Context: an optimization exercise on an open-source flow, tuned for small area, a short achievable clock period and few clock cycles. The choices shown serve that exercise and are no tape-out recipe.
Power figures rest on the tool's default switching activity, not on a simulated workload.

## before
==> flow/design.v (excerpt) <==
module serial_command_line_parser_top (
  input  logic        clk,
  input  logic        rst_n,
  input  logic        in_valid,
  output logic        in_ready,
  input  logic [7:0]  in_rx_byte,
  output logic        out_valid,
  input  logic        out_ready,
  output logic [3:0]  out_cmd_code,
  output logic [30:0] out_cmd_arg
);
  function automatic logic chain_hit(input logic [5:0] s, input logic [5:0] c);
    chain_hit =
      ((s == 6'd1) && (c == K_D)) ||   
      ((s == 6'd2) && (c == K_L)) ||
      ((s == 6'd4) && (c == K_E)) ||
      ((s == 6'd16) && (c == K_R)) ||   
      ((s == 6'd33) && (c == K_A)) ||
      ((s == 6'd3) && (c == K_C)) ||
      ((s == 6'd6) && (c == K_K)) ||
      ((s == 6'd24) && (c == K_A)) ||   
      ((s == 6'd49) && (c == K_N)) ||
      ((s == 6'd34) && (c == K_U)) ||
      ((s == 6'd5) && (c == K_A)) ||
      ((s == 6'd10) && (c == K_L)) ||
      ((s == 6'd41) && (c == K_E)) ||   
      ((s == 6'd19) && (c == K_C)) ||
      ((s == 6'd39) && (c == K_A)) ||
      ((s == 6'd15) && (c == K_L)) ||
      ((s == 6'd61) && (c == K_T)) ||   
      ((s == 6'd58) && (c == K_A)) ||
      ((s == 6'd52) && (c == K_T)) ||
      ((s == 6'd40) && (c == K_U)) ||
      ((s == 6'd17) && (c == K_S)) ||
      ((s == 6'd7) && (c == K_A)) ||   
      ((s == 6'd14) && (c == K_L)) ||
      ((s == 6'd28) && (c == K_Q)) ||
      ((s == 6'd50) && (c == K_G)) ||   
      ((s == 6'd36) && (c == K_Q)) ||
      ((s == 6'd18) && (c == K_E)) ||   
      ((s == 6'd37) && (c == K_L)) ||
      ((s == 6'd11) && (c == K_P)) ||
      ((s == 6'd45) && (c == K_E)) ||   
      ((s == 6'd27) && (c == K_R)) ||
      ((s == 6'd55) && (c == K_I)) ||
      ((s == 6'd46) && (c == K_O)) ||
      ((s == 6'd29) && (c == K_D)) ||
      ((s == 6'd59) && (c == K_SPACE));
  endfunction
  function automatic logic [5:0] start_st(input logic [5:0] c);
    case (c)
      K_I:     start_st = S_I1;
      K_T:     start_st = S_T1;
      K_M:     start_st = S_M1;
      K_R:     start_st = S_RST;
      K_S:     start_st = S_S1;
      K_C:     start_st = S_C1;
      K_H:     start_st = S_H1;
      K_P:     start_st = S_P1;
      K_F:     start_st = S_FS;
      6'd0:    start_st = S_K0;
      6'd1:    start_st = S_K1;
      6'd2:    start_st = S_K2;
      default: start_st = S_START;
    endcase
  endfunction
  logic             rdy_r, rdy_nxt;
  logic             bv_r, bv_nxt, take;
  ...
Settings: LEC_CHECK=0, ABC_AREA=1, CAP_MARGIN=20, CORE_MARGIN=2, CORE_UTILIZATION=40, SETUP_SLACK_MARGIN=5, SLEW_MARGIN=20; clock period 8.0 ns.
standard.sh (not shown) runs the stock make flow with config.mk's settings and CLKGATE_MAP_FILE= SYNTH_SCRIPT=/design/flow/synth_recipe.tcl, a recipe that flattens the netlist after the stock synthesis.
==> flow/flow/run.sh <==
#!/bin/bash
set -euo pipefail
bash standard.sh SETUP_SLACK_MARGIN=5.3 finish > flow_make.log 2>&1
Input changes introduced in after (baseline for comparison: before):
--- a/flow/design.v
+++ b/flow/design.v
@@ -408,15 +408,15 @@
       if (clr || undie)
         dead_r <= 1'b0;
       else if (kill)
         dead_r <= 1'b1;
     end
   end
   always_ff @(posedge clk) begin
-    if (rdy_r) begin
+    if (take) begin
       cls_r <= cls_in;
       fe_r  <= fe_in;
       fb_r  <= fb_in;
       fk_r  <= fk_in;
       fd_r  <= fd_in;
     end
     if (core || bs_core)
@@ -449,10 +449,10 @@
       sat_r <= 1'b0;
     if (busy_r)
       ls_r <= ls_r - 6'd1;
     else if (bs_div)
       ls_r <= 6'd30;
     else if (pd_sat)
       ls_r <= len_r;
-    if (!ov_r) code_r <= hit_code;
+    if (emit) code_r <= hit_code;
   end
 endmodule
==> run summary <==
after did not stop at any stage, and its layout met the timing, design-rule and antenna checks.
Higher time the worst path needs with I/O delays and setup among before and after: after
Going from before to after, core utilization shrank by 0.72 points; width of the die decreased 0.91%; number of non-clock buffers moved up; delay of the slowest cell on the worst path lower.
Taking before as the reference point, the wire length of after falls by 6.3%.
Taking before as the reference, in after via total after detailed routing decreased by 3.9% relative to the old numbers; highest clock frequency the design can meet shows a reduction of about 1.2%; first-pass GRT wire length moved down.
Delta(global routing met1 resource utilization, after - before) < 0
Any difference in post-synthesis share of cell area spent on xor and xnor gates between before and after is small enough to ignore.
On after: global-route usage over all layers is 1.7 points lower than what before gave.
Power share of the combinational group (after over before): decrease, 9.8 points
Relative to before, synthesized instance count has decreased by 21 in after.
Function was not checked in any run of this note: the RTL went through the layout flow alone.

-- re-timing with driven ports --
Ports are ideal in the flow. The routed layouts listed here were re-timed in OpenROAD. Step 1 sets driving cells, clkbuf_16 on the clock port and buf_2 on the other inputs (assumed; they add their load-dependent delay and slew). Step 2 adds t to the input delays and takes it off the output delays; t is the mean of the earliest and latest rising clock arrival at the registers after step 1. Input paths then give back, and output paths get back, about the clock's delay inside the block. Three values: ideal, step 1, step 2; two values: the first two.
| run | shift t [ns] | setup slack, ns | worst setup path after step 2 | clock arrival spread, ns | worst data-port slew with drivers (ns) |
|---|---|---|---|---|---|
| before | 0.393 | 5.314 / 5.274 / 5.005 | input to register | 0.008 / 0.008 | 0.03 |
| after | 0.401 | 5.282 / 5.240 / 4.962 | input to register | 0.012 / 0.012 | 0.03 |
After both steps setup and hold are still met in every run listed. The setup slack of after, which loses most, moves by -0.042 ns with the drivers and by -0.320 ns with both steps.
